This design comes from an exercise in tuning for small area on the open sky130 flow, not from production work.
Only simulation tests tie the RTL to the original design; equivalence was not proved.
Power figures rest on the tool's default switching activity, not on a simulated workload.

## the previous run
==> flow/design.v <==
module vec_mem_sequencer #(
  parameter int unsigned ADDR_W = 9,
  parameter int unsigned MEM_W  = 32,
  parameter int unsigned LANES  = 32,
  parameter int unsigned LANE_W = 16,
  parameter int unsigned NREQ   = 4
) (
  input  logic                      clk,
  input  logic                      rst_n,
  input  logic [NREQ-1:0]           ld_req,
  input  logic [NREQ*ADDR_W-1:0]    ld_idx,
  input  logic                      st_req,
  input  logic [ADDR_W-1:0]         st_idx,
  input  logic [LANES*LANE_W-1:0]   st_data,
  output logic [NREQ-1:0]           ld_grant,
  output logic [NREQ-1:0]           ld_done,
  output logic [LANES*LANE_W-1:0]   ld_data,
  output logic                      st_done,
  output logic                      err,
  output logic                      busy,
  output logic [ADDR_W-1:0]         mem_addr,
  output logic                      mem_we,
  output logic [MEM_W-1:0]          mem_wdata,
  input  logic [MEM_W-1:0]          mem_rdata
);
  localparam int unsigned PTR_W = 2;
  localparam int unsigned CNT_W = 5;
  localparam int unsigned VEC_W = LANES * LANE_W;
  localparam int unsigned BUF_W = VEC_W - LANE_W;
  logic [CNT_W-1:0]   cnt_q;
  logic [PTR_W-1:0]   ptr_q, pick;
  logic [ADDR_W-1:0]  pick_idx;
  logic [BUF_W-1:0]   buf_q;
  logic [VEC_W-1:0]   ldn_q;
  logic               ldz_q;
  logic [NREQ-1:0]    ld_grant_q, ld_done_q;
  logic               idle_q, hold_q;
  logic               lacc_q, drain_q, st_done_q, err_q, busy_q, mem_we_q;
  logic [ADDR_W-1:0]  mem_addr_q;
  logic [LANE_W-1:0]  wlane_q;
  logic arb, acc, last, st_ok, ld_ok, st_acc, ld_acc;
  always_comb begin
    pick = ptr_q;
    for (int i = NREQ - 1; i >= 0; i--)
      if (ld_req[PTR_W'(32'(ptr_q) + 32'(i))]) pick = PTR_W'(32'(ptr_q) + 32'(i));
    pick_idx = ld_idx[32'(pick)*ADDR_W +: ADDR_W];
  end
  assign arb    = !busy_q && !err_q;
  assign acc    = lacc_q || mem_we_q;
  assign last   = (cnt_q == CNT_W'(LANES-1));
  assign st_ok  = (st_idx <= ADDR_W'(512 - LANES));
  assign ld_ok  = (pick_idx <= ADDR_W'(512 - LANES));
  assign st_acc = arb && st_req && st_ok;
  assign ld_acc = arb && !st_req && (|ld_req) && ld_ok;
  logic [BUF_W-1:0] buf_d;
  for (genvar j = 0; j < LANES - 1; j++) begin : g_lane
    logic [LANE_W-1:0] src, st_l;
    assign st_l = st_data[(j+1)*LANE_W +: LANE_W];
    if (j == LANES - 2) begin : g_top
      assign src = mem_rdata[LANE_W-1:0];
    end else begin : g_mid
      assign src = buf_q[(j+1)*LANE_W +: LANE_W];
    end
    assign buf_d[j*LANE_W +: LANE_W] =
      ~(({LANE_W{idle_q}} | src) & ({LANE_W{busy_q}} | st_l));
  end
  logic [VEC_W-1:0] ldn_new;
  for (genvar k = 0; k < LANES; k++) begin : g_new
    if (k == LANES - 1) begin : g_rd
      assign ldn_new[k*LANE_W +: LANE_W] = buf_d[(k-1)*LANE_W +: LANE_W];
    end else if (k % 2 == 0) begin : g_even
      assign ldn_new[k*LANE_W +: LANE_W] = buf_q[k*LANE_W +: LANE_W];
    end else begin : g_odd
      assign ldn_new[k*LANE_W +: LANE_W] = buf_d[(k-1)*LANE_W +: LANE_W];
    end
  end
  always_ff @(posedge clk) begin
    buf_q <= buf_d;
    ldn_q <= ({VEC_W{drain_q}} & ldn_new) | ({VEC_W{hold_q}} & ldn_q);
  end
  always_ff @(posedge clk or negedge rst_n) begin
    if (!rst_n) ldz_q <= 1'b1;
    else        ldz_q <= ldz_q && !drain_q;
  end
  always_ff @(posedge clk or negedge rst_n) begin
    if (!rst_n) begin
      cnt_q      <= '0;
      ptr_q      <= '0;
      ld_grant_q <= '0;
      ld_done_q  <= '0;
      lacc_q     <= 1'b0;
      drain_q    <= 1'b0;
      hold_q     <= 1'b1;
      idle_q     <= 1'b1;
      st_done_q  <= 1'b0;
      err_q      <= 1'b0;
      busy_q     <= 1'b0;
      mem_we_q   <= 1'b0;
      mem_addr_q <= '0;
      wlane_q    <= '0;
    end else begin
      cnt_q     <= acc ? cnt_q + CNT_W'(1) : '0;
      lacc_q    <= ld_acc || (lacc_q && !last);
      mem_we_q  <= st_acc || (mem_we_q && !last);
      drain_q   <= lacc_q && last;
      hold_q    <= !(lacc_q && last);
      st_done_q <= mem_we_q && last;
      ld_done_q <= drain_q ? ld_grant_q : '0;
      busy_q    <= st_acc || ld_acc || acc || drain_q;
      idle_q    <= !(st_acc || ld_acc || acc || drain_q);
      err_q     <= arb && (st_req ? !st_ok : (|ld_req && !ld_ok));
      if (busy_q)
        ld_grant_q <= (lacc_q || drain_q) ? ld_grant_q : '0;
      else
        ld_grant_q <= (arb && !st_req && |ld_req) ? NREQ'(1) << pick : '0;
      if (ld_acc) ptr_q <= pick + PTR_W'(1);
      if (st_acc)
        mem_addr_q <= st_idx;
      else if (ld_acc)
        mem_addr_q <= pick_idx;
      else if (acc && !last)
        mem_addr_q <= mem_addr_q + ADDR_W'(1);
      else
        mem_addr_q <= '0;
      if (st_acc)
        wlane_q <= st_data[LANE_W-1:0];
      else if (mem_we_q && !last)
        wlane_q <= buf_q[LANE_W-1:0] ^ {LANE_W{~cnt_q[0]}};
      else
        wlane_q <= '0;
    end
  end
  assign ld_grant  = ld_grant_q;
  assign ld_done   = ld_done_q;
  assign ld_data   = ~(ldn_q | {VEC_W{ldz_q}});
  assign st_done   = st_done_q;
  assign err       = err_q;
  assign busy      = busy_q;
  assign mem_addr  = mem_addr_q;
  assign mem_we    = mem_we_q;
  assign mem_wdata = {{(MEM_W-LANE_W){wlane_q[LANE_W-1]}}, wlane_q};
endmodule
Settings: LEC_CHECK=0, CAP_MARGIN=20, CORE_AREA=2 2 418 418, DIE_AREA=0 0 420 420, SLEW_MARGIN=20; clock period 5.0 ns.
standard.sh (not shown) runs the stock make flow with config.mk's settings and CLKGATE_MAP_FILE= SYNTH_SCRIPT=/design/flow/synth_recipe.tcl, a recipe that flattens the netlist after the stock synthesis.
==> flow/flow/run.sh <==
#!/bin/bash
# The standard layout with two changes to how it is made; synthesis runs unchanged.
# - buffer_ports: every input and output port still gets its own buffer, but the
#   buffer is sky130_fd_sc_hd__buf_1 instead of the cell buffer_ports picks.
# - clock tree: clkbuf_8 buffers, sinks clustered up to 16 per leaf buffer within
#   50 um, and no dummy loads.
set -euo pipefail
bash standard.sh synth > synth.log 2>&1
export BUFFER_PORTS_ARGS="-buffer_cell sky130_fd_sc_hd__buf_1"
export CTS_ARGS="-sink_clustering_enable -repair_clock_nets -buf_list {sky130_fd_sc_hd__clkbuf_8} -sink_clustering_size 16 -sink_clustering_max_diameter 50 -dont_use_dummy_load"
bash standard.sh finish > layout.log 2>&1
Input changes introduced in the current run (baseline for comparison: the previous run):
--- a/flow/design.v
+++ b/flow/design.v
@@ -62,23 +62,26 @@
       assign src = buf_q[(j+1)*LANE_W +: LANE_W];
     end
     assign buf_d[j*LANE_W +: LANE_W] =
       ~(({LANE_W{idle_q}} | src) & ({LANE_W{busy_q}} | st_l));
   end
-  logic [VEC_W-1:0] ldn_new;
+  logic [VEC_W-1:0] ld_new, ld_out;
   for (genvar k = 0; k < LANES; k++) begin : g_new
     if (k == LANES - 1) begin : g_rd
-      assign ldn_new[k*LANE_W +: LANE_W] = buf_d[(k-1)*LANE_W +: LANE_W];
-    end else if (k % 2 == 0) begin : g_even
-      assign ldn_new[k*LANE_W +: LANE_W] = buf_q[k*LANE_W +: LANE_W];
-    end else begin : g_odd
-      assign ldn_new[k*LANE_W +: LANE_W] = buf_d[(k-1)*LANE_W +: LANE_W];
+      assign ld_new[k*LANE_W +: LANE_W] = mem_rdata[LANE_W-1:0];
+    end else if (k % 2 == 1) begin : g_odd
+      assign ld_new[k*LANE_W +: LANE_W] = buf_q[k*LANE_W +: LANE_W];
+    end else if (k == 0) begin : g_zero
+      assign ld_new[k*LANE_W +: LANE_W] = ~buf_q[k*LANE_W +: LANE_W];
+    end else begin : g_even
+      assign ld_new[k*LANE_W +: LANE_W] = buf_d[(k-1)*LANE_W +: LANE_W];
     end
   end
+  assign ld_out = ~(ldn_q | {VEC_W{ldz_q}});
   always_ff @(posedge clk) begin
     buf_q <= buf_d;
-    ldn_q <= ({VEC_W{drain_q}} & ldn_new) | ({VEC_W{hold_q}} & ldn_q);
+    ldn_q <= ~(({VEC_W{drain_q}} | ld_out) & ({VEC_W{hold_q}} | ld_new));
   end
   always_ff @(posedge clk or negedge rst_n) begin
     if (!rst_n) ldz_q <= 1'b1;
     else        ldz_q <= ldz_q && !drain_q;
   end
@@ -130,11 +133,11 @@
         wlane_q <= '0;
     end
   end
   assign ld_grant  = ld_grant_q;
   assign ld_done   = ld_done_q;
-  assign ld_data   = ~(ldn_q | {VEC_W{ldz_q}});
+  assign ld_data   = ld_out;
   assign st_done   = st_done_q;
   assign err       = err_q;
   assign busy      = busy_q;
   assign mem_addr  = mem_addr_q;
   assign mem_we    = mem_we_q;
Findings:
Diff the current run..the previous run | share of the clock period used by the worst path | negligible. Diff the previous run -> the current run: count of antenna diodes in the layout now smaller, arithmetic-cell share of the synthesized area counting full adders, half adders and majority gates comparable. Time the worst path needs with I/O delays and setup: the previous run vs the current run, no meaningful difference. Comparing the current run and the previous run, the higher share of power burned in registers was measured on the previous run.

[afterwards: timing with drivers on the ports]
In the flow no input, the clock included, has a driving cell. The finished layouts below were timed again as built, in two steps. Step 1 assumes that a clkbuf_16 drives the clock port and a buf_2 every other input. Step 2 moves the port delays by t, midway between the first and last clock arrival at a register: inputs arrive t later, outputs are due t later. That takes back most of the time a late clock gives input paths. Three values: no drivers, after step 1, after step 2; two values: the first two.
run	t (ns)	setup WS [ns]	worst hold slack (ns)	slew at the worst register clock pin (ns)	worst data-port slew with drivers (ns)
the previous run	0.902	0.882 / 0.808 / 0.669	0.279 / 0.238 / 0.365	0.11 / 0.11	0.27
the current run	0.918	0.880 / 0.794 / 0.320	0.270 / 0.219 / 0.357	0.11 / 0.11	0.20
After both steps every run listed still meets setup and hold. For the current run, which loses most, drivers alone change the setup slack by -0.086 ns; drivers and shift together by -0.560 ns.
